Background: an optimization exercise with open tools, aiming at small area, a short achievable clock period and few clock cycles per item. Do not read the settings as production practice. Only simulation tests tie the RTL to the original design; equivalence was not proved.

`design/flow/run.sh`:
```
#!/bin/bash
# synth_recipe.tcl (not shown) runs the flow's synth.tcl, then flattens the netlist and writes it again
# the make line also repeats each setting of config.mk as NAME=value (left out here)
make -C /OpenROAD-flow-scripts/flow DESIGN_CONFIG=/design/flow/config.mk WORK_HOME=/design/flow/orfs CLKGATE_MAP_FILE= SYNTH_SCRIPT=/design/flow/synth_recipe.tcl finish
```
`design/flow/config.mk`:
```
export PLATFORM = sky130hd
export DESIGN_NAME = mat_engine_top
export DESIGN_NICKNAME = mat_engine_top
export VERILOG_FILES = /design/flow/design.v
export SDC_FILE = /design/flow/constraint.sdc
export NUM_CORES = 4
export LEC_CHECK = 0
export CAP_MARGIN = 20
export CORE_MARGIN = 2
export CORE_UTILIZATION = 55
export CTS_BUF_LIST = sky130_fd_sc_hd__clkbuf_16
export CTS_CLUSTER_SIZE = 20
export PLACE_DENSITY = 0.7
export SETUP_SLACK_MARGIN = 3.5
export SLEW_MARGIN = 20
```
`design/flow/constraint.sdc`:
```
create_clock -name core_clock -period 8.5 [get_ports {clk}]
set_input_delay 1.7000 -clock core_clock [delete_from_list [all_inputs] [get_ports {clk}]]
set_output_delay 1.7000 -clock core_clock [all_outputs]
set_load 0.01 [all_outputs]
```
`design/flow/design.v`:
```
`timescale 1ns/1ps
package mat_cfg_pkg;
    localparam int MAT_N  = 4;
    localparam int IDX_W  = 2;
    localparam int ADDR_W = 4;
    localparam int OPND_W = 8;
    localparam int ACC_W  = 20;
    localparam int C_W    = 18;
    typedef logic signed [OPND_W-1:0] operand_t;
    typedef logic signed [ACC_W-1:0]  acc_t;
    typedef logic [MAT_N*OPND_W-1:0] opnd_row_t;
    typedef logic [MAT_N*ACC_W-1:0] acc_row_t;
endpackage
`timescale 1ns/1ps
package mat_ctrl_pkg;
    typedef enum logic [1:0] {
        OP_NOP    = 2'd0,
        OP_LOAD_A = 2'd1,
        OP_LOAD_B = 2'd2,
        OP_START  = 2'd3
    } host_op_e;
    typedef enum logic [1:0] {
        EX_IDLE,
        EX_MAC,
        EX_STORE
    } exec_state_e;
endpackage
`timescale 1ns/1ps
import mat_ctrl_pkg::*;
module host_cmd_decode (
    input  logic                           clk,
    input  logic                           rst_n,
    input  logic                           cmd_valid,
    input  logic [1:0]                     cmd_op,
    input  logic [mat_cfg_pkg::ADDR_W-1:0] cmd_addr,
    input  mat_cfg_pkg::operand_t          cmd_data,
    input  logic                           busy,
    output logic                           wr_a,
    output logic                           wr_b,
    output logic                           sel_a,
    output logic [mat_cfg_pkg::ADDR_W-1:0] wr_addr,
    output mat_cfg_pkg::operand_t          wr_data,
    output logic                           start,
    output logic                           clr
);
    logic       cmd_vld_q;
    logic [1:0] cmd_op_q;
    logic       cmd_ok;
    always_ff @(posedge clk or negedge rst_n) begin
        if (!rst_n) begin
            cmd_vld_q <= 1'b0;
            cmd_op_q  <= OP_NOP;
            clr       <= 1'b1;
        end else begin
            cmd_vld_q <= cmd_valid;
            cmd_op_q  <= cmd_op;
            clr       <= 1'b0;
        end
    end
    always_ff @(posedge clk) begin
        wr_addr <= cmd_addr;
        wr_data <= cmd_data;
    end
    assign cmd_ok = cmd_vld_q && !busy;
    assign wr_a   = cmd_ok && (cmd_op_q == OP_LOAD_A);
    assign wr_b   = cmd_ok && (cmd_op_q == OP_LOAD_B);
    assign start  = cmd_ok && (cmd_op_q == OP_START);
    assign sel_a  = (cmd_op_q == OP_LOAD_A);
endmodule
`timescale 1ns/1ps
import mat_cfg_pkg::*;
module operand_bank (
    input  logic                                 clk,
    input  logic                                 clr,
    input  logic                                 wr_a,
    input  logic                                 wr_b,
    input  logic                                 sel_a,
    input  logic [mat_cfg_pkg::ADDR_W-1:0]       addr,
    input  mat_cfg_pkg::operand_t                data,
    output logic [OPND_W-1:0]                    old_val,
    output logic [MAT_N*OPND_W-1:0]              x_row
);
    logic [MAT_N*MAT_N*OPND_W-1:0] mat_a;
    logic [MAT_N*MAT_N*OPND_W-1:0] mat_b;
    logic [IDX_W-1:0]              ai;
    logic [IDX_W-1:0]              aj;
    logic [IDX_W-1:0]              n_sel;
    logic [IDX_W-1:0]              rot;
    logic [MAT_N*OPND_W-1:0]       a_col;
    logic [MAT_N*OPND_W-1:0]       b_row;
    logic [MAT_N*OPND_W-1:0]       vec;
    assign ai    = addr[ADDR_W-1:IDX_W];
    assign aj    = addr[IDX_W-1:0];
    assign n_sel = sel_a ? aj : ai;
    assign rot   = sel_a ? ai : aj;
    always_ff @(posedge clk) begin
        for (int e = 0; e < MAT_N*MAT_N; e++) begin
            if (clr || (wr_a && addr == ADDR_W'(e))) mat_a[e*OPND_W +: OPND_W] <= clr ? '0 : data;
            if (clr || (wr_b && addr == ADDR_W'(e))) mat_b[e*OPND_W +: OPND_W] <= clr ? '0 : data;
        end
    end
    always_comb begin
        for (int n = 0; n < MAT_N; n++) begin
            a_col[n*OPND_W +: OPND_W] = mat_a[(n*MAT_N + n_sel)*OPND_W +: OPND_W];
            b_row[n*OPND_W +: OPND_W] = mat_b[(n_sel*MAT_N + n)*OPND_W +: OPND_W];
        end
        vec = sel_a ? b_row : a_col;
        for (int m = 0; m < MAT_N; m++) begin
            logic [IDX_W-1:0] q;
            q = IDX_W'(m) - rot;
            x_row[m*OPND_W +: OPND_W] = vec[q*OPND_W +: OPND_W];
        end
        old_val = sel_a ? a_col[ai*OPND_W +: OPND_W] : b_row[aj*OPND_W +: OPND_W];
    end
endmodule
`timescale 1ns/1ps
import mat_cfg_pkg::*;
module matmul_execute (
    input  logic                            clk,
    input  logic                            rst_n,
    input  logic                            clr,
    input  logic                            start,
    input  logic                            load,
    input  logic                            sel_a,
    input  logic [ADDR_W-1:0]               addr,
    input  mat_cfg_pkg::operand_t           data,
    input  logic [OPND_W-1:0]               old_val,
    input  logic [MAT_N*OPND_W-1:0]         x_row,
    output logic                            busy,
    output logic                            done,
    output logic [MAT_N*MAT_N*C_W-1:0]    c_live
);
    localparam int DW = OPND_W + 1;
    logic                        s1_vld;
    logic signed [DW-1:0]        s1_d;
    logic [3:0]                  s1_bn  [MAT_N];
    logic [3:0]                  s1_bo  [MAT_N];
    logic [3:0]                  s1_bt  [MAT_N];
    logic [IDX_W-1:0]            s1_sel [MAT_N];
    logic signed [C_W-1:0]       c_old  [MAT_N];
    logic signed [C_W-1:0]       c_new  [MAT_N];
    always_ff @(posedge clk or negedge rst_n) begin
        if (!rst_n) begin
            busy <= 1'b0;
            done <= 1'b0;
        end else begin
            busy <= start;
            if (start) begin
                done <= 1'b0;
            end else if (busy) begin
                done <= 1'b1;
            end
        end
    end
    always_ff @(posedge clk or negedge rst_n) begin
        if (!rst_n) begin
            s1_vld <= 1'b0;
        end else begin
            s1_vld <= load;
        end
    end
    always_ff @(posedge clk) begin
        s1_d <= DW'($signed(data)) - DW'($signed(old_val));
        for (int m = 0; m < MAT_N; m++) begin
            for (int k = 0; k < 4; k++) begin
                logic [2:0] t;
                t = {x_row[m*OPND_W + 2*k + 1], x_row[m*OPND_W + 2*k],
                     (k == 0) ? 1'b0 : x_row[m*OPND_W + 2*k - 1]};
                s1_bn[m][k] <= t[2];
                s1_bo[m][k] <= t[1] ^ t[0];
                s1_bt[m][k] <= (t == 3'b011) || (t == 3'b100);
            end
            s1_sel[m] <= sel_a ? addr[ADDR_W-1:IDX_W] : IDX_W'(m) - addr[IDX_W-1:0];
        end
    end
    always_comb begin
        for (int m = 0; m < MAT_N; m++) begin
            c_old[m] = '0;
            for (int r = 0; r < MAT_N; r++) begin
                if (s1_sel[m] == IDX_W'(r)) begin
                    c_old[m] = c_live[(r*MAT_N + ((m - r) & (MAT_N - 1)))*C_W +: C_W];
                end
            end
        end
    end
    for (genvar m = 0; m < MAT_N; m++) begin : g_lane
        mac_lane u_mac (
            .d (s1_d),
            .bn(s1_bn[m]),
            .bo(s1_bo[m]),
            .bt(s1_bt[m]),
            .c (c_old[m]),
            .y (c_new[m])
        );
    end
    always_ff @(posedge clk) begin
        for (int r = 0; r < MAT_N; r++) begin
            for (int c = 0; c < MAT_N; c++) begin
                if (clr || (s1_vld && s1_sel[(r + c) % MAT_N] == IDX_W'(r))) begin
                    c_live[(r*MAT_N + c)*C_W +: C_W] <= clr ? '0 : c_new[(r + c) % MAT_N];
                end
            end
        end
    end
endmodule
module mac_lane (
    input  logic [8:0]  d,
    input  logic [3:0]  bn,
    input  logic [3:0]  bo,
    input  logic [3:0]  bt,
    input  logic [17:0] c,
    output logic [17:0] y
);
    logic p0_0, p0_1, p0_2, p0_3, p0_4, p0_5, p0_6, p0_7, p0_8, p0_9, p1_0, p1_1, p1_2, p1_3, p1_4, p1_5, p1_6, p1_7, p1_8, p1_9, p2_0, p2_1, p2_2, p2_3, p2_4, p2_5, p2_6, p2_7, p2_8, p2_9, p3_0, p3_1, p3_2, p3_3, p3_4, p3_5, p3_6, p3_7, p3_8, p3_9, s0, k0, s1, k1, s2, k2, s3, k3, s4, k4, s5, k5, s6, k6, s7, k7, s8, k8, s9, k9, s10, k10, s11, k11, s12, k12, s13, k13, s14, k14, s15, k15, s16, k16, s17, k17, s18, k18, s19, k19, s20, k20, s21, k21, s22, k22, s23, k23, s24, k24, s25, k25, s26, k26, s27, k27, s28, k28, s29, k29, s30, k30, s31, k31, s32, k32, s33, k33, s34, k34, s35, k35, s36, k36, s37, k37, s38, k38, s39, k39, s40, k40, s41, k41, s42, k42, s43, k43, s44, k44;
    logic [17:0] r0;
    logic [17:0] r1;
    assign p0_0 = ((bo[0] & d[0]) | (bt[0] & 1'b0)) ^ bn[0];
    assign p0_1 = ((bo[0] & d[1]) | (bt[0] & d[0])) ^ bn[0];
    assign p0_2 = ((bo[0] & d[2]) | (bt[0] & d[1])) ^ bn[0];
    assign p0_3 = ((bo[0] & d[3]) | (bt[0] & d[2])) ^ bn[0];
    assign p0_4 = ((bo[0] & d[4]) | (bt[0] & d[3])) ^ bn[0];
    assign p0_5 = ((bo[0] & d[5]) | (bt[0] & d[4])) ^ bn[0];
    assign p0_6 = ((bo[0] & d[6]) | (bt[0] & d[5])) ^ bn[0];
    assign p0_7 = ((bo[0] & d[7]) | (bt[0] & d[6])) ^ bn[0];
    assign p0_8 = ((bo[0] & d[8]) | (bt[0] & d[7])) ^ bn[0];
    assign p0_9 = ((bo[0] & d[8]) | (bt[0] & d[8])) ^ bn[0];
    assign p1_0 = ((bo[1] & d[0]) | (bt[1] & 1'b0)) ^ bn[1];
    assign p1_1 = ((bo[1] & d[1]) | (bt[1] & d[0])) ^ bn[1];
    assign p1_2 = ((bo[1] & d[2]) | (bt[1] & d[1])) ^ bn[1];
    assign p1_3 = ((bo[1] & d[3]) | (bt[1] & d[2])) ^ bn[1];
    assign p1_4 = ((bo[1] & d[4]) | (bt[1] & d[3])) ^ bn[1];
    assign p1_5 = ((bo[1] & d[5]) | (bt[1] & d[4])) ^ bn[1];
    assign p1_6 = ((bo[1] & d[6]) | (bt[1] & d[5])) ^ bn[1];
    assign p1_7 = ((bo[1] & d[7]) | (bt[1] & d[6])) ^ bn[1];
    assign p1_8 = ((bo[1] & d[8]) | (bt[1] & d[7])) ^ bn[1];
    assign p1_9 = ((bo[1] & d[8]) | (bt[1] & d[8])) ^ bn[1];
    assign p2_0 = ((bo[2] & d[0]) | (bt[2] & 1'b0)) ^ bn[2];
    assign p2_1 = ((bo[2] & d[1]) | (bt[2] & d[0])) ^ bn[2];
    assign p2_2 = ((bo[2] & d[2]) | (bt[2] & d[1])) ^ bn[2];
    assign p2_3 = ((bo[2] & d[3]) | (bt[2] & d[2])) ^ bn[2];
    assign p2_4 = ((bo[2] & d[4]) | (bt[2] & d[3])) ^ bn[2];
    assign p2_5 = ((bo[2] & d[5]) | (bt[2] & d[4])) ^ bn[2];
    assign p2_6 = ((bo[2] & d[6]) | (bt[2] & d[5])) ^ bn[2];
    assign p2_7 = ((bo[2] & d[7]) | (bt[2] & d[6])) ^ bn[2];
    assign p2_8 = ((bo[2] & d[8]) | (bt[2] & d[7])) ^ bn[2];
    assign p2_9 = ((bo[2] & d[8]) | (bt[2] & d[8])) ^ bn[2];
    assign p3_0 = ((bo[3] & d[0]) | (bt[3] & 1'b0)) ^ bn[3];
    assign p3_1 = ((bo[3] & d[1]) | (bt[3] & d[0])) ^ bn[3];
    assign p3_2 = ((bo[3] & d[2]) | (bt[3] & d[1])) ^ bn[3];
    assign p3_3 = ((bo[3] & d[3]) | (bt[3] & d[2])) ^ bn[3];
    assign p3_4 = ((bo[3] & d[4]) | (bt[3] & d[3])) ^ bn[3];
    assign p3_5 = ((bo[3] & d[5]) | (bt[3] & d[4])) ^ bn[3];
    assign p3_6 = ((bo[3] & d[6]) | (bt[3] & d[5])) ^ bn[3];
    assign p3_7 = ((bo[3] & d[7]) | (bt[3] & d[6])) ^ bn[3];
    assign p3_8 = ((bo[3] & d[8]) | (bt[3] & d[7])) ^ bn[3];
    assign p3_9 = ((bo[3] & d[8]) | (bt[3] & d[8])) ^ bn[3];
    assign s0 = p0_4 ^ p1_2;
    assign k0 = p0_4 & p1_2;
    assign s1 = p0_5 ^ p1_3;
    assign k1 = p0_5 & p1_3;
    assign s2 = p0_6 ^ p1_4 ^ p2_2;
    assign k2 = (p0_6 & p1_4) | (p0_6 & p2_2) | (p1_4 & p2_2);
    assign s3 = p3_0 ^ bn[3];
    assign k3 = p3_0 & bn[3];
    assign s4 = p0_7 ^ p1_5 ^ p2_3;
    assign k4 = (p0_7 & p1_5) | (p0_7 & p2_3) | (p1_5 & p2_3);
    assign s5 = p3_1 ^ c[7];
    assign k5 = p3_1 & c[7];
    assign s6 = p0_8 ^ p1_6 ^ p2_4;
    assign k6 = (p0_8 & p1_6) | (p0_8 & p2_4) | (p1_6 & p2_4);
    assign s7 = p3_2 ^ c[8];
    assign k7 = p3_2 & c[8];
    assign s8 = ~p0_9 ^ p1_7 ^ p2_5;
    assign k8 = (~p0_9 & p1_7) | (~p0_9 & p2_5) | (p1_7 & p2_5);
    assign s9 = p3_3 ^ c[9] ^ 1'b1;
    assign k9 = (p3_3 & c[9]) | (p3_3 & 1'b1) | (c[9] & 1'b1);
    assign s10 = p1_8 ^ p2_6 ^ p3_4;
    assign k10 = (p1_8 & p2_6) | (p1_8 & p3_4) | (p2_6 & p3_4);
    assign s11 = c[10] ^ 1'b1;
    assign k11 = c[10] & 1'b1;
    assign s12 = ~p1_9 ^ p2_7 ^ p3_5;
    assign k12 = (~p1_9 & p2_7) | (~p1_9 & p3_5) | (p2_7 & p3_5);
    assign s13 = p2_8 ^ p3_6;
    assign k13 = p2_8 & p3_6;
    assign s14 = p0_2 ^ p1_0;
    assign k14 = p0_2 & p1_0;
    assign s15 = p0_3 ^ p1_1;
    assign k15 = p0_3 & p1_1;
    assign s16 = p2_0 ^ bn[2] ^ c[4];
    assign k16 = (p2_0 & bn[2]) | (p2_0 & c[4]) | (bn[2] & c[4]);
    assign s17 = p2_1 ^ c[5] ^ k0;
    assign k17 = (p2_1 & c[5]) | (p2_1 & k0) | (c[5] & k0);
    assign s18 = c[6] ^ k1 ^ s2;
    assign k18 = (c[6] & k1) | (c[6] & s2) | (k1 & s2);
    assign s19 = k2 ^ k3 ^ s4;
    assign k19 = (k2 & k3) | (k2 & s4) | (k3 & s4);
    assign s20 = k4 ^ k5 ^ s6;
    assign k20 = (k4 & k5) | (k4 & s6) | (k5 & s6);
    assign s21 = k6 ^ k7 ^ s8;
    assign k21 = (k6 & k7) | (k6 & s8) | (k7 & s8);
    assign s22 = k8 ^ k9 ^ s10;
    assign k22 = (k8 & k9) | (k8 & s10) | (k9 & s10);
    assign s23 = c[11] ^ k10 ^ k11;
    assign k23 = (c[11] & k10) | (c[11] & k11) | (k10 & k11);
    assign s24 = c[12] ^ 1'b1 ^ k12;
    assign k24 = (c[12] & 1'b1) | (c[12] & k12) | (1'b1 & k12);
    assign s25 = ~p2_9 ^ p3_7 ^ c[13];
    assign k25 = (~p2_9 & p3_7) | (~p2_9 & c[13]) | (p3_7 & c[13]);
    assign s26 = p3_8 ^ c[14];
    assign k26 = p3_8 & c[14];
    assign s27 = p0_0 ^ bn[0];
    assign k27 = p0_0 & bn[0];
    assign s28 = p0_1 ^ c[1];
    assign k28 = p0_1 & c[1];
    assign s29 = bn[1] ^ c[2] ^ s14;
    assign k29 = (bn[1] & c[2]) | (bn[1] & s14) | (c[2] & s14);
    assign s30 = c[3] ^ k14 ^ s15;
    assign k30 = (c[3] & k14) | (c[3] & s15) | (k14 & s15);
    assign s31 = s0 ^ k15 ^ s16;
    assign k31 = (s0 & k15) | (s0 & s16) | (k15 & s16);
    assign s32 = s1 ^ k16 ^ s17;
    assign k32 = (s1 & k16) | (s1 & s17) | (k16 & s17);
    assign s33 = s3 ^ k17 ^ s18;
    assign k33 = (s3 & k17) | (s3 & s18) | (k17 & s18);
    assign s34 = s5 ^ k18 ^ s19;
    assign k34 = (s5 & k18) | (s5 & s19) | (k18 & s19);
    assign s35 = s7 ^ k19 ^ s20;
    assign k35 = (s7 & k19) | (s7 & s20) | (k19 & s20);
    assign s36 = s9 ^ k20 ^ s21;
    assign k36 = (s9 & k20) | (s9 & s21) | (k20 & s21);
    assign s37 = s11 ^ k21 ^ s22;
    assign k37 = (s11 & k21) | (s11 & s22) | (k21 & s22);
    assign s38 = s12 ^ k22 ^ s23;
    assign k38 = (s12 & k22) | (s12 & s23) | (k22 & s23);
    assign s39 = s13 ^ k23 ^ s24;
    assign k39 = (s13 & k23) | (s13 & s24) | (k23 & s24);
    assign s40 = k13 ^ k24 ^ s25;
    assign k40 = (k13 & k24) | (k13 & s25) | (k24 & s25);
    assign s41 = 1'b1 ^ k25 ^ s26;
    assign k41 = (1'b1 & k25) | (1'b1 & s26) | (k25 & s26);
    assign s42 = ~p3_9 ^ c[15] ^ k26;
    assign k42 = (~p3_9 & c[15]) | (~p3_9 & k26) | (c[15] & k26);
    assign s43 = c[16] ^ 1'b1;
    assign k43 = c[16] & 1'b1;
    assign s44 = c[17] ^ 1'b1;
    assign k44 = c[17] & 1'b1;
    assign r0 = {k43, k42, k41, k40, k39, k38, k37, k36, k35, k34, k33, k32, k31, k30, k29, k28, k27, c[0]};
    assign r1 = {s44, s43, s42, s41, s40, s39, s38, s37, s36, s35, s34, s33, s32, s31, s30, s29, s28, s27};
    assign y  = r0 + r1;
endmodule
`timescale 1ns/1ps
import mat_cfg_pkg::*;
module result_store (
    input  logic                           clk,
    input  logic                           copy,
    input  logic [MAT_N*MAT_N*C_W-1:0]   c_live,
    input  logic [ADDR_W-1:0]              rd_addr,
    output mat_cfg_pkg::acc_t              rd_data
);
    logic [MAT_N*MAT_N*C_W-1:0] res;
    always_ff @(posedge clk) begin
        if (copy) res <= c_live;
    end
    assign rd_data = ACC_W'($signed(res[rd_addr*C_W +: C_W]));
endmodule
`timescale 1ns/1ps
import mat_cfg_pkg::*;
module mat_engine_top (
    input  logic                           clk,
    input  logic                           rst_n,
    input  logic                           cmd_valid,
    input  logic [1:0]                     cmd_op,
    input  logic [mat_cfg_pkg::ADDR_W-1:0] cmd_addr,
    input  logic [mat_cfg_pkg::OPND_W-1:0] cmd_data,
    input  logic [mat_cfg_pkg::ADDR_W-1:0] rd_addr,
    output logic [mat_cfg_pkg::ACC_W-1:0]  rd_data,
    output logic                           busy,
    output logic                           done
);
    logic                          wr_a;
    logic                          wr_b;
    logic                          start;
    logic                          clr;
    logic [ADDR_W-1:0]             wr_addr;
    mat_cfg_pkg::operand_t         wr_data;
    logic                          sel_a;
    logic [OPND_W-1:0]             old_val;
    logic [MAT_N*OPND_W-1:0]       x_row;
    logic [MAT_N*MAT_N*C_W-1:0]  c_live;
    host_cmd_decode u_decode (
        .clk       (clk),
        .rst_n     (rst_n),
        .cmd_valid (cmd_valid),
        .cmd_op    (cmd_op),
        .cmd_addr  (cmd_addr),
        .cmd_data  (cmd_data),
        .busy      (busy),
        .wr_a      (wr_a),
        .wr_b      (wr_b),
        .sel_a     (sel_a),
        .wr_addr   (wr_addr),
        .wr_data   (wr_data),
        .start     (start),
        .clr       (clr)
    );
    operand_bank u_bank (
        .clk     (clk),
        .clr     (clr),
        .wr_a    (wr_a),
        .wr_b    (wr_b),
        .sel_a   (sel_a),
        .addr    (wr_addr),
        .data    (wr_data),
        .old_val (old_val),
        .x_row   (x_row)
    );
    matmul_execute u_exec (
        .clk       (clk),
        .rst_n     (rst_n),
        .clr       (clr),
        .start     (start),
        .load      (wr_a || wr_b),
        .sel_a     (sel_a),
        .addr      (wr_addr),
        .data      (wr_data),
        .old_val   (old_val),
        .x_row     (x_row),
        .busy      (busy),
        .done      (done),
        .c_live    (c_live)
    );
    result_store u_result (
        .clk      (clk),
        .copy     (busy),
        .c_live   (c_live),
        .rd_addr  (rd_addr),
        .rd_data  (rd_data)
    );
endmodule
```
==> results_dict.tcl, run 1 <==
set metrics [dict create \
    status "complete, no violations" \
    tightest_slew_ns 1.10 \
    worstPathArrival_ns 3.32 \
    syn_area_um2 46600 \
    first_iter_violations 3093 \
    dp_slack_ns 2.18 \
    clock_latency_ns 0.67 \
    crit_family "multiplexers" \
    fill_cells 6189 \
    ys_warn_count 15 \
    die_x_um 295 \
    finalWorstSetupSlack_ns 3.48 \
    clkTransAtPathRegs_ns 0.06 \
    cts_buffer_depth 3 \
    hold_path.class "reg -> reg" \
    antenna_found_initial 0 \
    dpl.hpwl_um 86300 \
    diodes 0 \
    design_area_um2 51500 \
    core_area_um2 83800 \
    grt_max_degree 93 \
    synth_nets 3404 \
    synth_top_area_share_pct 53.6 \
    syn_inst 3118 \
    grt_pass1_vias 28100 \
    ys_types 79 \
    final_util_pct 61.5 \
    synth_edf_count 832 \
    setup_viol 0 \
    dieArea_um2 87000 \
    drc 0 \
    vias 27900 \
    ioPinCount 43 \
    cts_htree_levels 3 \
    setup_tns_ns 0 \
    nets 3421 \
    overflow 0 \
    clock_skew_ns 0.0260 \
    rows 106 \
    detail-route-antenna-nets 0 \
    viasPerCell 6.42 \
    cts_made_buffers 93 \
    yosysMostFrequentCell "edfxtp_1" \
    post_dp_cell_area_um2 48000 \
    max_freq_mhz 199 \
    path_class "in -> out" \
    synth_commonest_cells "edfxtp_1 (832), inv_1 (238), mux4_2 (217)" \
    grt_use_total_pct 29.3 \
    gp_congestion 0.929 \
    path_max_fanout 6 \
    ys.flop_type "edfxtp_1" \
    path_cells "buf_16 -> buf_12 -> buf_12 -> mux4_2 -> mux4_2 -> buf_6" \
    wire_per_inst_um 29.0 \
    max_stage_delay_ns 0.52 \
    firstDrtPassIters 8 \
    wl_um 126000 \
    fp.dieH_um 295 \
    slew_headroom_pct 26.5 \
    cts_tree "built" \
    numPortBuffers 42 \
    ys_seq_elements 914 \
    rsz0062_at_grt "yes" \
    synthTopCellsByArea "edfxtp_1 (54%), mux4_2 (10%), fa_1 (4.9%), ha_1 (4.1%), dfxtp_1 (3.2%)" \
    async_flop_share_pct 0.766 \
    period_needed_ns 5.02 \
    slowest_stage "mux4_2" \
    synth.yosys.seq_area_share_pct 57.2 \
    critPathBufInv 4 \
    ctsRootBufferMaster "clkbuf_16" \
    final_hold_viol_count 0 \
    final_layout_size_suffix_gt1_share_pct 16.4 \
    crit_path_start_kind "primary input" \
    synth_area_leader_cell "edfxtp_1" \
    hold_buffers 0 \
    maxCapViolCount 0 \
    crit_required_ns 6.80 \
    finalCritPeriodShare_pct 59.0 \
    cp-end-kind "output pin" \
    initial_utilization_pct 55.6 \
    area_growth_pct 10.6 \
    maxSlewViolCount 0 \
    avgSynthCellArea_um2 14.9 \
    numClockSinks 914 \
    grt_pass1_wl_um 185000 \
]
[cell usage in the layout (no fill, tap or decap), types with 19 or more instances in the layout]
cell type	count
a211oi_1	38
a21o_1	54
a21oi_1	55
a22oi_1	143
buf_4	45
clkbuf_16	93
clkdlybuf4s50_1	19
clkinv_1	22
dfxtp_1	71
edfxtp_1	832
fa_1	113
ha_1	152
inv_1	263
mux2_2	23
mux2i_1	100
mux4_2	217
nand2_1	116
nand3_1	19
nor2_1	123
nor2b_1	19
nor3_1	28
o21ai_0	58
o21bai_1	38
o22ai_1	22
xnor2_1	110
xor2_1	107
[worst paths after layout]
kind	to	slack, ns	from	depth (start not counted)
max in group asynchronous	u_decode.clr$_DFF_PN1_	6.93	rst_n	1
min	u_result.res[33]$_DFFE_PP_	0.43	u_exec.c_live[33]$_DFFE_PP_	0
max	rd_data[4]	3.48	rd_addr[0]	6
min reg2reg	u_result.res[33]$_DFFE_PP_	0.43	u_exec.c_live[33]$_DFFE_PP_	0
min in group asynchronous	u_decode.cmd_op_q[0]$_DFF_PN0_	1.29	rst_n	1
max reg2reg	u_exec.c_live[232]$_DFFE_PP_	3.63	u_exec.s1_sel[3][1]$_DFF_P_	13
[stage by stage]
step | instances | hold WS (ns)
CTS | 4336 | 0.431
global route | 4344 | 0.432
finish | 4344 | 0.428
floorplan | 3118 | 0.421
detailed placement | 4152 | 0.427
global placement | 4152 | 0.423
[per-layer routing]
layer	GRT usage, %	vias up	share of wire (%)
met5	0	-	0
met4	11.5	0	4.6
met3	4.48	277	7.6
met2	49.8	1363	50
met1	38.3	14400	38
li1	-	11900	-
[state kept, by name (all words and copies together), names as in the netlist, 2 cells and up]
signal and count:
u_exec.c_live 288, u_result.res 288, u_bank.mat_a 128, u_bank.mat_b 128, u_exec.s1_bn 16, u_exec.s1_bo 16
u_exec.s1_bt 16, u_exec.s1_d 9, u_decode.wr_data 8, u_exec.s1_sel 6, u_decode.wr_addr 4, u_decode.cmd_op_q 2
[kinds of logic after synthesis]
| group | after synthesis | synth area share, % |
|---|---|---|
| muxes | 350 | 13.5 |
| other | 1 | 0.00805 |
| AOI/OAI and AO/OA | 540 | 8.35 |
| adders and majority gates | 265 | 8.94 |
| xor gates and xnor gates | 220 | 4.14 |
| buffers and inverters | 438 | 3.91 |
| DFF | 914 | 57.2 |
| and+or+nand+nor | 390 | 3.90 |
[repair_timing]
action                                 4_1_cts  5_1_grt
endpoints found under the hold margin        0        0
setup endpoints to repair                  110      110
cloned                                       5        1
resized for setup                           68       35
pin swaps                                    0        2
setup buffers                                9        6
[worst register-to-register path, delay by kind of cell (launching register included)]
family | cells | cell delay, ns
AO/OA/AOI/OAI | 5 | 1.12
XOR/XNOR | 1 | 0.27
adder cells (fa/ha/maj) | 4 | 1.57
buffers and inverters | 1 | 0.46
flip-flops | 1 | 0.53
multiplexers | 1 | 0.47
AND/OR/NAND/NOR | 1 | 0.13
[layout make-up]
cell class,instances,area (µm²),share of cell area (%)
repair buffers,117,1330,2.59
well taps,1134,1420,2.75
clock buffers,93,2330,4.52
clock inverters,77,598,1.16
multi-input cells,1767,18300,35.4
inverters,242,908,1.76
flip-flops and latches,914,26700,51.8
Testbench counts, summed over its fixed seeds: cycles 12,816, items 480.
==> run 2, diff against run 1 <==
--- a/design/flow/config.mk
+++ b/design/flow/config.mk
@@ -9,7 +9,8 @@
 export CORE_MARGIN = 2
 export CORE_UTILIZATION = 55
 export CTS_BUF_LIST = sky130_fd_sc_hd__clkbuf_16
-export CTS_CLUSTER_SIZE = 20
+export CTS_CLUSTER_DIAMETER = 80
+export CTS_CLUSTER_SIZE = 24
 export PLACE_DENSITY = 0.7
 export SETUP_SLACK_MARGIN = 3.5
 export SLEW_MARGIN = 20
==> run 2 against run 1 <==
  * Register-to-register slack barely moved
  * Via count is 1.7% lower
  * Worst setup slack worse by 0.0028 ns
  * Sequential share of layout area rose by 1.5 points
  * Largest cell class unchanged
  * Highest routed layer is now met5
==> results_dict.tcl, run 2 <==
set metrics [dict create \
    period_needed_ns 5.02 \
    die_x_um 295 \
    path_max_fanout 6 \
    synth_area_leader_cell "edfxtp_1" \
    gp_congestion 0.929 \
    clock_skew_ns 0.0366 \
    avgSynthCellArea_um2 14.9 \
    wire_per_inst_um 29.2 \
    yosysMostFrequentCell "edfxtp_1" \
    reg2reg_to "u_exec.c_live[122]$_DFFE_PP_" \
    vias 27400 \
    grt_pass1_wl_um 182000 \
    design_area_um2 50000 \
    firstDrtPassIters 6 \
    ys.flop_type "edfxtp_1" \
    dieArea_um2 87000 \
    final_cells 4254 \
    crit_path_start_kind "primary input" \
    synth_commonest_cells "edfxtp_1 (832), inv_1 (238), mux4_2 (217)" \
    ys_warn_count 15 \
    grt_pass1_vias 27500 \
    rr_worst_depth 15 \
    hp-start "u_exec.c_live[33]$_DFFE_PP_" \
    slew_headroom_pct 24.6 \
    rrSetupSlack_ns 3.63 \
    area_growth_pct 7.43 \
    status "complete, no violations" \
    final_layout_size_suffix_gt1_share_pct 14.9 \
    cp-end-kind "output pin" \
    ys_seq_elements 914 \
    numClockSinks 914 \
    worstReg2RegStart "u_exec.s1_d[4]$_DFF_P_" \
    ys_types 79 \
    reg_top3 "u_exec.c_live: 288 flops, u_result.res: 288 flops" \
    synth.yosys.seq_area_share_pct 57.2 \
    viasPerCell 6.44 \
    hold_path_end "u_result.res[33]$_DFFE_PP_" \
    rows 106 \
    worstPathArrival_ns 3.32 \
    cts_tree "built" \
    ctsRootBufferMaster "clkbuf_16" \
    initial_utilization_pct 55.6 \
    nets 3374 \
    crit_required_ns 6.80 \
    setup_tns_ns 0 \
    async_flop_share_pct 0.766 \
    numPortBuffers 42 \
    grt_use_total_pct 28.8 \
    synthTopCellsByArea "edfxtp_1 (54%), mux4_2 (10%), fa_1 (4.9%), ha_1 (4.1%), dfxtp_1 (3.2%)" \
    synth_top_area_share_pct 53.6 \
    detail-route-antenna-nets 0 \
    final_cell_mix "edfxtp_1 (832), inv_1 (255), mux4_2 (217), ha_1 (152), a22oi_1 (143)" \
    core_area_um2 83800 \
    grt_max_degree 93 \
    path_class "in -> out" \
    first_iter_violations 2936 \
    cts_buffer_depth 3 \
    layout_commonest_cell "edfxtp_1" \
    setup_viol 0 \
    final_hold_viol_count 0 \
    overflow 0 \
    hold_path.class "reg -> reg" \
    synth_edf_count 832 \
    hold_buffers 0 \
    tightest_slew_ns 1.13 \
    syn_area_um2 46600 \
    diodes 0 \
    drc 0 \
    clkTransAtPathRegs_ns 0.10 \
    antenna_found_initial 2 \
    maxSlewViolCount 0 \
    synth_nets 3404 \
    numPlacedInstances 4152 \
    wl_um 124000 \
    cts_made_buffers 48 \
    clock_latency_ns 0.64 \
    fp.dieH_um 295 \
    dpl.hpwl_um 86300 \
    ioPinCount 43 \
    syn_inst 3118 \
    cts_htree_levels 2 \
    max_freq_mhz 199 \
    finalCritPeriodShare_pct 59.0 \
    rsz0062_at_grt "yes" \
    maxCapViolCount 0 \
    post_dp_cell_area_um2 48000 \
    hold_depth 0 \
]
==> run 2: area by class of cell <==
cell class              instances  area [µm²]
inverters                     242         908
repair buffers                115        1320
clock buffers                  49        1230
flip-flops and latches        914       26700
multi-input cells            1767       18300
clock inverters                33         219
well taps                    1134        1420
fillers                      6323       33800
==> run 2: timing repair <==
item,CTS,global route
buffers inserted,9,4
gates resized for setup,70,35
pin swaps,0,3
hold endpoints to repair,0,0
cloned,5,1
setup endpoints to repair,114,123
==> run 2: cells by family after synthesis <==
group	count (synthesis)	share of synthesized area, %
xor gates and xnor gates	220	4.14
and+or+nand+nor	390	3.90
adders and majority gates	265	8.94
other	1	0.00805
DFF	914	57.2
AOI/OAI and AO/OA	540	8.35
muxes	350	13.5
buffers and inverters	438	3.91
==> run 2: critical path: stages <==
cell and delay (ns):
buf_16 0.16, buf_12 0.16, buf_12 0.12, mux4_2 0.49, mux4_2 0.52, buf_6 0.15
==> run 2: per-stage QoR <==
stage / setup WS, ns / util [%] / hold WS (ns)
finish: 3.48 / 59.7 / 0.430
global route: 3.47 / 59.7 / 0.438
CTS: 3.33 / 59.5 / 0.428
detailed placement: 2.18 / 57.3 / 0.427
global placement: 2.25 / 57.3 / 0.423
floorplan: 3.52 / - / 0.421
==> run 2: per-layer routing <==
metal | part of all wire, % | routed length, µm | track usage, %
met5 | 0.0081 | 10 | 0
met4 | 4.6 | 5650 | 10.8
met3 | 7.6 | 9450 | 4.03
met2 | 50 | 61800 | 49.3
met1 | 38 | 47200 | 37.6
==> run 2: worst max path at each step <==
stage,from,end,slack [ns]
after floorplan,rd_addr[0],rd_data[18],3.52
after global placement,rd_addr[0],rd_data[15],2.25
after detailed placement,rd_addr[0],rd_data[15],2.18
after CTS,rd_addr[0],rd_data[15],3.33
after global routing,rd_addr[0],rd_data[4],3.47
final,rd_addr[0],rd_data[4],3.48
==> run 3, diff against run 2 <==
--- a/design/flow/config.mk
+++ b/design/flow/config.mk
@@ -14,3 +14,4 @@
 export PLACE_DENSITY = 0.7
 export SETUP_SLACK_MARGIN = 3.5
 export SLEW_MARGIN = 20
+export TNS_END_PERCENT = 20
==> run 3 against run 2 <==
  * Count of clock-buffer cells in the layout rose by 3
  * Still clean
  * Synthesized cell count did not move
  * Fmax fell by 1.5%
  * Critical path depth rose by 1
  * Sequential share of layout area hardly changed
  * Core utilization about the same
  * Cell area barely moved
  * Clock skew fell by 0.0079 ns
  * Area after synthesis stayed put
  * Global-route usage increased by 0.43 points
  * Worst hold slack better by 0.012 ns
==> results_dict.tcl, run 3 <==
set metrics [dict create \
    status "complete, no violations" \
    grt_pass1_wl_um 184000 \
    viasPerCell 6.45 \
    crit_path_start_kind "primary input" \
    nets 3370 \
    grt_max_degree 193 \
    syn_inst 3118 \
    hold_buffers 0 \
    synth_edf_count 832 \
    tightest_slew_ns 1.25 \
    ys_types 79 \
    clock_skew_ns 0.0288 \
    die_x_um 295 \
    max_stage_delay_ns 0.49 \
    wire_per_inst_um 29.6 \
    numClockSinks 914 \
    finalCritPeriodShare_pct 59.9 \
    fp.dieH_um 295 \
    reg_top3 "u_exec.c_live: 288 flops, u_result.res: 288 flops" \
    area_growth_pct 7.47 \
    detail-route-antenna-nets 0 \
    initial_utilization_pct 55.6 \
    cts_made_buffers 49 \
    worstPathArrival_ns 3.39 \
    grt_use_total_pct 29.2 \
    ys_seq_elements 914 \
    rsz0062_at_grt "yes" \
    diodes 0 \
    synth_nets 3404 \
    synthTopCellsByArea "edfxtp_1 (54%), mux4_2 (10%), fa_1 (4.9%), ha_1 (4.1%), dfxtp_1 (3.2%)" \
    post_dp_cell_area_um2 48000 \
    fill_cells 6294 \
    vias 27400 \
    overflow 0 \
    crit_required_ns 6.80 \
    hold_path_end "u_result.res[73]$_DFFE_PP_" \
    dieArea_um2 87000 \
    worstReg2RegStart "u_exec.s1_d[2]$_DFF_P_" \
    crit_top_cell "buf_4" \
    dpl.hpwl_um 86900 \
    antenna_found_initial 2 \
    final_cell_mix "edfxtp_1 (832), inv_1 (250), mux4_2 (217), ha_1 (152), a22oi_1 (143)" \
    setup_tns_ns 0 \
    grt_pass1_vias 27800 \
    slew_headroom_pct 16.9 \
    setup_viol 0 \
    clock_latency_ns 0.65 \
    ioPinCount 43 \
    dp_slack_ns 2.46 \
    synth_commonest_cells "edfxtp_1 (832), inv_1 (238), mux4_2 (217)" \
    cts_buffer_depth 3 \
    cp-end-kind "output pin" \
    cts_htree_levels 2 \
    rrSetupSlack_ns 3.58 \
    syn_area_um2 46600 \
    max_freq_mhz 196 \
    hold_path.class "reg -> reg" \
    rr_worst_depth 15 \
    final_cells 4245 \
    gp_congestion 0.979 \
    slowest_stage "mux4_2" \
    rows 106 \
    path_cells "buf_16 -> buf_4 -> buf_4 -> mux4_2 -> mux4_2 -> buf_4 -> buf_2" \
    numPortBuffers 42 \
    hold_depth 0 \
    hp-start "u_exec.c_live[73]$_DFFE_PP_" \
    async_flop_share_pct 0.766 \
    clkTransAtPathRegs_ns 0.10 \
    ctsRootBufferMaster "clkbuf_16" \
    yosysMostFrequentCell "edfxtp_1" \
    firstDrtPassIters 6 \
    maxCapViolCount 0 \
    layout_commonest_cell "edfxtp_1" \
    maxSlewViolCount 0 \
    path_max_fanout 7 \
    synth_area_leader_cell "edfxtp_1" \
    avgSynthCellArea_um2 14.9 \
    core_area_um2 83800 \
    reg2reg_to "u_exec.c_live[247]$_DFFE_PP_" \
    final_hold_viol_count 0 \
    final_layout_size_suffix_gt1_share_pct 14.9 \
    design_area_um2 50100 \
    drc 0 \
    synth.yosys.seq_area_share_pct 57.2 \
    ys.flop_type "edfxtp_1" \
    path_class "in -> out" \
    finalWorstSetupSlack_ns 3.41 \
    numPlacedInstances 4150 \
    wl_um 126000 \
    period_needed_ns 5.09 \
    cts_tree "built" \
    synth_top_area_share_pct 53.6 \
    first_iter_violations 3073 \
    ys_warn_count 15 \
]
run 3: final cells by class:
type | count | area [µm²] | area share (%)
inverter | 242 | 908 | 1.81
sequential | 914 | 26700 | 53.3
tap | 1134 | 1420 | 2.83
multi-input combinational | 1767 | 18300 | 36.5
timing repair buffer | 110 | 1270 | 2.54
clock inverter | 26 | 215 | 0.430
clock buffer | 52 | 1300 | 2.60
run 3: layer usage:
layer  track usage [%]  vias to the layer above  wire length, µm
met2              50.3                     1355            63200
li1                  -                    11700                -
met4              9.64                        4             4760
met5                 0                        -               23
met1              38.5                    14100            47200
met3              3.99                      246            10400
run 3: cell families (layout without fill, tap and decap cells):
logic type,Yosys count,count (layout),synth area share (%)
other cells,1,1,0.00805
mux,350,350,13.5
buf+inv,438,430,3.91
simple gates,390,390,3.90
compound gates,540,541,8.35
fa+ha+maj,265,265,8.94
xor+xnor,220,220,4.14
flops,914,914,57.2
run 3: critical path: cells and delay by family:
| family | cells | cell delay, ns |
|---|---|---|
| buffers and inverters | 5 | 0.71 |
| multiplexers | 2 | 0.98 |
run 3: how the worst max path moves through the flow:
stage | from | to | slack, ns | depth (start not counted)
detailed placement | rd_addr[0] | rd_data[2] | 2.46 | 5
global placement | rd_addr[0] | rd_data[2] | 2.52 | 5
CTS | u_exec.s1_sel[2][0]$_DFF_P_ | u_exec.c_live[192]$_DFFE_PP_ | 3.31 | 12
floorplan | rd_addr[0] | rd_data[18] | 3.37 | 5
global route | rd_addr[0] | rd_data[19] | 3.35 | 7
finish | rd_addr[0] | rd_data[19] | 3.41 | 7
run 3: stage by stage:
step,util [%],hold WS [ns]
after global placement,57.3,0.422
after detailed placement,57.3,0.427
final,59.7,0.442
after global routing,59.7,0.454
after floorplan,-,0.421
after CTS,59.5,0.446
run 3: timing repair:
item,CTS,global route
gates resized for setup,83,30
pin swaps,0,1
setup endpoints to repair,113,124
setup buffers,7,0
gates cloned,8,2
==> run 4, diff against run 3 <==
--- a/design/flow/config.mk
+++ b/design/flow/config.mk
@@ -11,7 +11,7 @@
 export CTS_BUF_LIST = sky130_fd_sc_hd__clkbuf_16
 export CTS_CLUSTER_DIAMETER = 80
 export CTS_CLUSTER_SIZE = 24
+export GPL_TIMING_DRIVEN = 0
 export PLACE_DENSITY = 0.7
 export SETUP_SLACK_MARGIN = 3.5
 export SLEW_MARGIN = 20
-export TNS_END_PERCENT = 20
==> run 4 against run 3 <==
  * Still clean on timing, DRC and antenna
  * Register-to-register slack lost 0.08 ns
  * Via count grew 6.3%
  * Final cell count grew 4.5%
  * Die area is the same
  * Critical path depth is the same
  * Non-clock buffer count grew 196
  * First-iteration DRC count grew 20%
==> results_dict.tcl, run 4 <==
set metrics [dict create \
    status "complete, no violations" \
    rrSetupSlack_ns 3.50 \
    post_dp_cell_area_um2 49100 \
    wire_per_inst_um 32.7 \
    final_cell_mix "edfxtp_1 (832), inv_1 (251), mux4_2 (217), ha_1 (151), a22oi_1 (143)" \
    nets 3565 \
    path_cells "clkbuf_16 -> buf_16 -> buf_12 -> buf_6 -> mux4_2 -> mux4_2 -> buf_6" \
    max_stage_delay_ns 0.49 \
    yosysMostFrequentCell "edfxtp_1" \
    period_needed_ns 5.08 \
    setup_viol 0 \
    ioPinCount 43 \
    ys_types 79 \
    hold_buffers 0 \
    grt_use_total_pct 33.7 \
    antenna_found_initial 1 \
    fp.dieH_um 295 \
    hold_path.class "reg -> reg" \
    maxSlewViolCount 0 \
    ys.flop_type "edfxtp_1" \
    worstPathArrival_ns 3.38 \
    synth_commonest_cells "edfxtp_1 (832), inv_1 (238), mux4_2 (217)" \
    ctsRootBufferMaster "clkbuf_16" \
    drc 0 \
    cts_tree "built" \
    max_freq_mhz 197 \
    numClockSinks 914 \
    initial_utilization_pct 55.6 \
    rr_worst_depth 14 \
    final_layout_size_suffix_gt1_share_pct 19.0 \
    crit_path_start_kind "primary input" \
    vias 29100 \
    cts_buffer_depth 3 \
    gp_congestion 0.999 \
    detail-route-antenna-nets 0 \
    path_class "in -> out" \
    cp-end-kind "output pin" \
    path_max_fanout 7 \
    ys_seq_elements 914 \
    grt_pass1_vias 28900 \
    cts_made_buffers 49 \
    slew_headroom_pct 14.7 \
    dpl.hpwl_um 108000 \
    rows 106 \
    numPortBuffers 38 \
    final_hold_viol_count 0 \
    overflow 0 \
    area_growth_pct 11.5 \
    synth_area_leader_cell "edfxtp_1" \
    wl_um 145000 \
    core_area_um2 83800 \
    syn_area_um2 46600 \
    worstReg2RegStart "u_exec.s1_sel[0][1]$_DFF_P_" \
    grt_pass1_wl_um 206000 \
    rsz0062_at_grt "yes" \
    viasPerCell 6.56 \
    layout_commonest_cell "edfxtp_1" \
    maxCapViolCount 0 \
    async_flop_share_pct 0.766 \
    cts_htree_levels 2 \
    reg2reg_to "u_exec.c_live[243]$_DFFE_PP_" \
    avgSynthCellArea_um2 14.9 \
    firstDrtPassIters 5 \
    setup_tns_ns 0 \
    die_x_um 295 \
    hold_depth 0 \
    clock_latency_ns 0.63 \
    synth.yosys.seq_area_share_pct 57.2 \
    syn_inst 3118 \
    crit_required_ns 6.80 \
    clkTransAtPathRegs_ns 0.09 \
    synthTopCellsByArea "edfxtp_1 (54%), mux4_2 (10%), fa_1 (4.9%), ha_1 (4.1%), dfxtp_1 (3.2%)" \
    synth_top_area_share_pct 53.6 \
    clock_skew_ns 0.0207 \
    tightest_slew_ns 1.28 \
    slowest_stage "mux4_2" \
    hold_path_end "u_result.res[272]$_DFFE_PP_" \
    dieArea_um2 87000 \
    final_util_pct 61.9 \
    finalCritPeriodShare_pct 59.8 \
    design_area_um2 51900 \
    hp-start "u_exec.c_live[272]$_DFFE_PP_" \
    first_iter_violations 3702 \
    ys_warn_count 15 \
    synth_nets 3404 \
    synth_edf_count 832 \
    reg_top3 "u_exec.c_live: 288 flops, u_result.res: 288 flops" \
    grt_max_degree 64 \
]
## run 4: how the worst max path moves through the flow
stage               cells after the start                     endpoint                   startpoint
CTS                                     7                   rd_data[8]                   rd_addr[0]
floorplan                               5                  rd_data[18]                   rd_addr[0]
global route                            7                   rd_data[3]                   rd_addr[0]
detailed placement                     16  u_exec.c_live[13]$_DFFE_PP_  u_exec.s1_sel[2][0]$_DFF_P_
finish                                  7                   rd_data[8]                   rd_addr[0]
global placement                       14  u_exec.c_live[13]$_DFFE_PP_  u_exec.s1_sel[0][1]$_DFF_P_
## run 4: critical path: cells and delay by family
kind     cells  cell delay [ns]
mux          2             0.97
buf+inv      5             0.68
## run 4: stage by stage
step	hold slack [ns]	std cells	worst slack (ns)
floorplan	0.421	3118	3.52
global placement	0.424	4290	1.10
detailed placement	0.431	4312	1.66
CTS	0.451	4431	3.41
global route	0.453	4436	3.39
finish	0.448	4437	3.42
## run 4: layout make-up
cell class | instances | area, µm²
clock buffers | 49 | 1230
diodes | 1 | 2.50
flip-flops and latches | 914 | 26700
well taps | 1134 | 1420
fillers | 6197 | 31900
clock inverters | 25 | 214
repair buffers | 110 | 1510
plain buffers | 196 | 1510
multi-input cells | 1766 | 18500
inverters | 242 | 908
## run 4: timing repair
item / 4_1_cts / 5_1_grt
gates cloned: 3 / 0
setup buffers: 42 / 5
endpoints found under the setup margin: 228 / 145
hold endpoints to repair: 0 / 0
resized for setup: 253 / 117
pin swaps: 0 / 5
## run 4: metal layers
metal / global-route usage, % / wire, µm / vias to the layer above
li1: - / - / 12100
met1: 43.6 / 53600 / 15000
met2: 55.9 / 70400 / 1694
met3: 4.87 / 12200 / 339
met4: 17.7 / 9040 / 0
met5: 0 / 0 / -
## run 4: logic make-up after synthesis
logic type	Yosys count	synth area share [%]
flip-flops	914	57.2
AO/OA/AOI/OAI	540	8.35
buffers and inverters	438	3.91
AND/OR/NAND/NOR	390	3.90
multiplexers	350	13.5
adder cells (fa/ha/maj)	265	8.94
XOR/XNOR	220	4.14
other	1	0.00805
==> run 5, diff against run 4 <==
==> design/flow/config.mk (replaced) <==
export PLATFORM = sky130hd
export DESIGN_NAME = mat_engine_top
export DESIGN_NICKNAME = mat_engine_top
export VERILOG_FILES = /design/flow/design.v
export SDC_FILE = /design/flow/constraint.sdc
export NUM_CORES = 4
export LEC_CHECK = 0
export CAP_MARGIN = 5
export CORE_MARGIN = 2
export CORE_UTILIZATION = 55
export CTS_BUF_LIST = sky130_fd_sc_hd__clkbuf_16
export CTS_CLUSTER_DIAMETER = 80
export CTS_CLUSTER_SIZE = 24
export PLACE_DENSITY = 0.7
export SETUP_SLACK_MARGIN = 3.5
export SLEW_MARGIN = 5
==> run 5 against run 4 <==
  * Critical path depth is 1 lower
  * Core utilization is 2.2 points lower
  * Area after synthesis stayed put
  * Worst setup slack better by 0.065 ns
  * Largest cell class unchanged
  * Still clean on timing, DRC and antenna
  * Via count is 5.9% lower
  * Final cell count is 4.1% lower
  * Sequential share of layout area is 1.9 points higher
  * Critical path type unchanged
==> results_dict.tcl, run 5 <==
set metrics [dict create \
    status "complete, no violations" \
    path_max_fanout 6 \
    ys_warn_count 15 \
    maxSlewViolCount 0 \
    first_iter_violations 2927 \
    vias 27400 \
    maxCapViolCount 0 \
    clock_latency_ns 0.65 \
    hold_buffers 0 \
    grt_use_total_pct 28.8 \
    grt_pass1_wl_um 181000 \
    layout_commonest_cell "edfxtp_1" \
    hp-start "u_exec.c_live[33]$_DFFE_PP_" \
    syn_inst 3118 \
    rows 106 \
    clkTransAtPathRegs_ns 0.09 \
    die_x_um 295 \
    dieArea_um2 87000 \
    cts_made_buffers 48 \
    period_needed_ns 5.02 \
    wire_per_inst_um 29.2 \
    synthTopCellsByArea "edfxtp_1 (54%), mux4_2 (10%), fa_1 (4.9%), ha_1 (4.1%), dfxtp_1 (3.2%)" \
    path_class "in -> out" \
    reg_top3 "u_exec.c_live: 288 flops, u_result.res: 288 flops" \
    crit_required_ns 6.80 \
    crit_start "rd_addr[0]" \
    synth_edf_count 832 \
    core_area_um2 83800 \
    numPortBuffers 42 \
    overflow 0 \
    slowest_stage "mux4_2" \
    synth_nets 3404 \
    ys_types 79 \
    syn_area_um2 46600 \
    detail-route-antenna-nets 0 \
    area_growth_pct 7.45 \
    finalWorstSetupSlack_ns 3.48 \
    synth_top_area_share_pct 53.6 \
    ioPinCount 43 \
    hold_depth 0 \
    met3_usage_pct 3.71 \
    final_hold_viol_count 0 \
    busiest_layer "met2" \
    grt_max_degree 93 \
    rrSetupSlack_ns 3.62 \
    cts_htree_levels 2 \
    numClockSinks 914 \
    setup_viol 0 \
    fill_cells 6303 \
    clock_skew_ns 0.0405 \
    yosysMostFrequentCell "edfxtp_1" \
    grt_pass1_vias 27400 \
    nets 3371 \
    wl_um 124000 \
    crit_path_start_kind "primary input" \
    hold_path_end "u_result.res[33]$_DFFE_PP_" \
    ys_seq_elements 914 \
    hold_path.class "reg -> reg" \
    use_met1_pct 37.9 \
    reg2reg_to "u_exec.c_live[70]$_DFFE_PP_" \
    ys.flop_type "edfxtp_1" \
    dp_slack_ns 2.18 \
    async_flop_share_pct 0.766 \
    grtUsageMet2_pct 49.7 \
    final_cell_mix "edfxtp_1 (832), inv_1 (253), mux4_2 (217), ha_1 (152), a22oi_1 (143)" \
    finalCritPeriodShare_pct 59.0 \
    firstDrtPassIters 8 \
    gp_congestion 0.929 \
    synth_area_leader_cell "edfxtp_1" \
    synth_commonest_cells "edfxtp_1 (832), inv_1 (238), mux4_2 (217)" \
    rr_worst_depth 13 \
    synth.yosys.seq_area_share_pct 57.2 \
    final_layout_size_suffix_gt1_share_pct 14.8 \
    max_stage_delay_ns 0.52 \
    dpl.hpwl_um 86300 \
    cp-end-kind "output pin" \
    avgSynthCellArea_um2 14.9 \
    tightest_slew_ns 1.20 \
    cts_buffer_depth 3 \
    path_cells "buf_16 -> buf_12 -> buf_12 -> mux4_2 -> mux4_2 -> buf_6" \
    viasPerCell 6.44 \
    max_freq_mhz 199 \
    worstReg2RegStart "u_exec.s1_sel[3][1]$_DFF_P_" \
    cts_tree "built" \
    initial_utilization_pct 55.6 \
    worstPathArrival_ns 3.32 \
    fp.dieH_um 295 \
    setup_tns_ns 0 \
    ctsRootBufferMaster "clkbuf_16" \
    antenna_found_initial 2 \
    slew_headroom_pct 19.8 \
    rsz0062_at_grt "yes" \
    drc 0 \
]
-- run 5: cell count changes in the layout (fill, tap and decap cells not counted), moves of 18 or more --
cell and change:
buf_2 -24, clkbuf_2 -34, buf_12 -24, o21bai_1 +18, buf_6 -29, clkbuf_1 -67
-- run 5: cell type report --
cell class,instances,area (µm²),share of cell area [%]
Sequential cell,914,26700,53.3
Multi-Input combinational cell,1767,18300,36.5
Tap cell,1134,1420,2.83
Timing Repair Buffer,112,1290,2.58
Clock buffer,50,1250,2.50
Inverter,242,908,1.81
Clock inverter,33,244,0.487
Antenna cell,2,5.00,0.0100
-- run 5: stage by stage --
step                      hold WS, ns  cell area, µm²  util, %  std cells
after floorplan                 0.421           46600        -       3118
after global placement          0.423           48000     57.3       4152
after detailed placement        0.427           48000     57.3       4152
after CTS                       0.422           49900     59.5       4249
after global routing            0.440           50000     59.7       4252
final                           0.438           50100     59.7       4254
-- run 5: logic make-up after synthesis --
kind of cell,Yosys count,synth area share [%]
compound gates,540,8.35
mux,350,13.5
other cells,1,0.00805
xor+xnor,220,4.14
simple gates,390,3.90
flops,914,57.2
buf+inv,438,3.91
fa+ha+maj,265,8.94
-- run 5: routing by layer --
layer / vias up / share of wire, %
met3: 234 / 7.6
met1: 14100 / 38
met4: 2 / 3.9
met2: 1316 / 50
met5: - / 0.0081
li1: 11700 / -
-- run 5: worst max-delay path by stage --
stage          slack (ns)  cells after the start           to
2_1_floorplan        3.52                      5  rd_data[18]
3_3_place_gp         2.25                      5  rd_data[15]
3_5_place_dp         2.18                      5  rd_data[15]
4_1_cts              3.33                      6  rd_data[15]
5_1_grt              3.47                      6   rd_data[4]
6_report             3.48                      6   rd_data[4]
-- run 5: repair_timing --
| item | 4_1_cts | 5_1_grt |
|---|---|---|
| pin swaps | 0 | 2 |
| setup endpoints to repair | 119 | 110 |
| cloned | 5 | 1 |
| buffers inserted | 9 | 2 |
| gates resized for setup | 69 | 36 |
-- run 5: critical path: cells and delay by family --
family	cells	cell delay, ns
buffers and inverters	4	0.59
multiplexers	2	1.01
==> run 6, diff against run 5 <==
==> design/flow/config.mk (replaced) <==
export PLATFORM = sky130hd
export DESIGN_NAME = mat_engine_top
export DESIGN_NICKNAME = mat_engine_top
export VERILOG_FILES = /design/flow/design.v
export SDC_FILE = /design/flow/constraint.sdc
export NUM_CORES = 4
export LEC_CHECK = 0
export CAP_MARGIN = 20
export CORE_MARGIN = 2
export CORE_UTILIZATION = 50
export CTS_BUF_LIST = sky130_fd_sc_hd__clkbuf_16
export CTS_CLUSTER_DIAMETER = 80
export CTS_CLUSTER_SIZE = 24
export PLACE_DENSITY = 0.6
export SETUP_SLACK_MARGIN = 3.5
export SLEW_MARGIN = 20
==> run 6 against run 5 <==
  * Still clean
  * Non-clock buffer count rose by 27
  * Final cell count is 2.9% higher
  * Register-to-register slack hardly changed
  * Critical endpoint is now rd_data[2]
  * Highest routed layer is now met4
==> results_dict.tcl, run 6 <==
set metrics [dict create \
    ys.flop_type "edfxtp_1" \
    yosysMostFrequentCell "edfxtp_1" \
    reg_top3 "u_exec.c_live: 288 flops, u_result.res: 288 flops" \
    dpl.hpwl_um 89600 \
    layout_commonest_cell "edfxtp_1" \
    crit_start "rd_addr[0]" \
    fp.dieH_um 309 \
    syn_area_um2 46600 \
    rr_worst_depth 15 \
    nets 3400 \
    reg2reg_to "u_exec.c_live[89]$_DFFE_PP_" \
    grt_pass1_wl_um 187000 \
    cts_made_buffers 49 \
    synth.yosys.seq_area_share_pct 57.2 \
    ys_types 79 \
    path_max_fanout 6 \
    ys_warn_count 15 \
    ys_seq_elements 914 \
    topRoutingLayerUsed "met4" \
    final_cell_mix "edfxtp_1 (832), inv_1 (243), mux4_2 (217), ha_1 (152), a22oi_1 (143)" \
    wl_um 130000 \
    wl_met1_um 52300 \
    synth_area_leader_cell "edfxtp_1" \
    synth_nets 3404 \
    worstPathArrival_ns 3.35 \
    status "complete, no violations" \
    cts_htree_levels 2 \
    gp_congestion 0.942 \
    synth_top_area_share_pct 53.6 \
    antenna_found_initial 1 \
    crit_path_start_kind "primary input" \
    overflow 0 \
    rrSetupSlack_ns 3.63 \
    avgSynthCellArea_um2 14.9 \
    drc 0 \
    wire_per_inst_um 29.6 \
    clock_skew_ns 0.0381 \
    firstDrtPassIters 6 \
    initial_utilization_pct 50.7 \
    synthTopCellsByArea "edfxtp_1 (54%), mux4_2 (10%), fa_1 (4.9%), ha_1 (4.1%), dfxtp_1 (3.2%)" \
    dieArea_um2 95600 \
    numPortBuffers 42 \
    core_area_um2 91900 \
    vias 27100 \
    grt_use_total_pct 27.3 \
    async_flop_share_pct 0.766 \
    grt_pass1_vias 27300 \
    crit_required_ns 6.80 \
    rsz0062_at_grt "yes" \
    setup_tns_ns 0 \
    max_freq_mhz 198 \
    maxSlewViolCount 0 \
    whs_ns 0.442 \
    setup_viol 0 \
    synth_commonest_cells "edfxtp_1 (832), inv_1 (238), mux4_2 (217)" \
    tightest_slew_ns 1.10 \
    synth_edf_count 832 \
    numClockSinks 914 \
    final_util_pct 54.9 \
    slew_headroom_pct 26.5 \
    cts_buffer_depth 3 \
    final_layout_size_suffix_gt1_share_pct 16.0 \
    detail-route-antenna-nets 0 \
    cts_tree "built" \
    hold_buffers 0 \
    area_growth_pct 8.26 \
    grt_max_degree 79 \
    clock_latency_ns 0.66 \
    wl_met3_um 8040 \
    die_x_um 309 \
    cp-end-kind "output pin" \
    ioPinCount 43 \
    worstSetupEndpoint "rd_data[2]" \
    period_needed_ns 5.05 \
    worstReg2RegStart "u_exec.s1_bn[1][1]$_DFF_P_" \
    met2_wirelength_um 63900 \
    final_hold_viol_count 0 \
    viasPerCell 6.20 \
    diodes 0 \
    path_class "in -> out" \
    first_iter_violations 2967 \
    ctsRootBufferMaster "clkbuf_16" \
    hold_path.class "reg -> reg" \
    maxCapViolCount 0 \
    syn_inst 3118 \
    rows 111 \
    clkTransAtPathRegs_ns 0.09 \
    finalCritPeriodShare_pct 59.4 \
]
## run 6: cell counts after synthesis
Identical to the previous run, type by type.
## run 6: area by class of cell
class,instances,area [µm²]
repair buffers,139,1540
inverters,242,908
clock buffers,50,1250
well taps,1243,1560
fillers,7427,41500
clock inverters,21,231
flip-flops and latches,914,26700
multi-input cells,1768,18300
## run 6: worst min-delay path by stage
stage                     cells after the start                    startpoint                          end  slack (ns)
after floorplan                               0  u_exec.c_live[144]$_DFFE_PP_  u_result.res[144]$_DFFE_PP_        0.42
after global placement                        0  u_exec.c_live[250]$_DFFE_PP_  u_result.res[250]$_DFFE_PP_        0.42
after detailed placement                      0  u_exec.c_live[256]$_DFFE_PP_  u_result.res[256]$_DFFE_PP_        0.43
after CTS                                     0  u_exec.c_live[105]$_DFFE_PP_  u_result.res[105]$_DFFE_PP_        0.44
after global routing                          0  u_exec.c_live[118]$_DFFE_PP_  u_result.res[118]$_DFFE_PP_        0.44
final                                         0   u_exec.c_live[64]$_DFFE_PP_   u_result.res[64]$_DFFE_PP_        0.44
## run 6: worst max-delay path: stages
cell and delay [ns]:
bufbuf_16 0.27, buf_16 0.13, buf_12 0.10, mux4_2 0.47
mux4_2 0.50, buf_6 0.14
## run 6: metrics by stage
step	instances	cell area, µm²	setup slack (ns)
after global routing	4377	50400	3.43
after floorplan	3118	46600	3.52
after CTS	4355	50100	3.34
after detailed placement	4265	48200	2.48
final	4377	50400	3.45
after global placement	4265	48200	2.53
## run 6: kinds of logic after synthesis
| group | synth area share, % |
|---|---|
| simple gates | 3.90 |
| xor+xnor | 4.14 |
| buf+inv | 3.91 |
| compound gates | 8.35 |
| fa+ha+maj | 8.94 |
| flops | 57.2 |
| mux | 13.5 |
| other cells | 0.00805 |
## run 6: repair_timing
item                                    CTS  global route
endpoints found under the setup margin  113           110
gates resized for setup                  85            36
buffers inserted                         12            19
gates cloned                              7             3
pin swaps                                 0             2
## run 6: routing by layer
| layer | vias up | track usage (%) |
|---|---|---|
| met2 | 1024 | 46.4 |
| met5 | - | 0 |
| met4 | 0 | 9.87 |
| met3 | 231 | 2.98 |
| li1 | 11800 | - |
| met1 | 14100 | 36.7 |

afterwards: timing with drivers on the ports:
Ports are ideal in the flow. The routed layouts listed here were re-timed in OpenROAD.
Step 1, drivers: a clkbuf_16 drives clk and a buf_2 each remaining input, both assumed.
Step 2 also shifts input and output timing later by t, the mid clock arrival at the registers, as if the neighbouring blocks saw the same clock.
Three values: ideal ports, drivers, drivers and shift; two values: the first two.
run	shift t [ns]	slack for setup (ns)	hold WS [ns]	worst slew at a driven data input, ns	pins driven straight from the clock port
run 1	0.716	3.485 / 3.146 / 3.146	0.428 / 0.428 / 0.428	0.38	1
run 2	0.689	3.482 / 3.123 / 3.123	0.430 / 0.430 / 0.430	0.41	1
run 3	0.705	3.406 / 3.125 / 3.125	0.442 / 0.442 / 0.442	0.30	1
run 4	0.689	3.419 / 3.263 / 3.263	0.448 / 0.448 / 0.448	0.15	1
run 5	0.696	3.484 / 3.137 / 3.137	0.438 / 0.438 / 0.438	0.39	1
run 6	0.713	3.453 / 3.133 / 3.133	0.442 / 0.442 / 0.442	0.33	1
After both steps setup and hold are still met in every run listed. The setup slack of run 2, which loses most, moves by -0.359 ns with the drivers and by -0.359 ns with both steps.
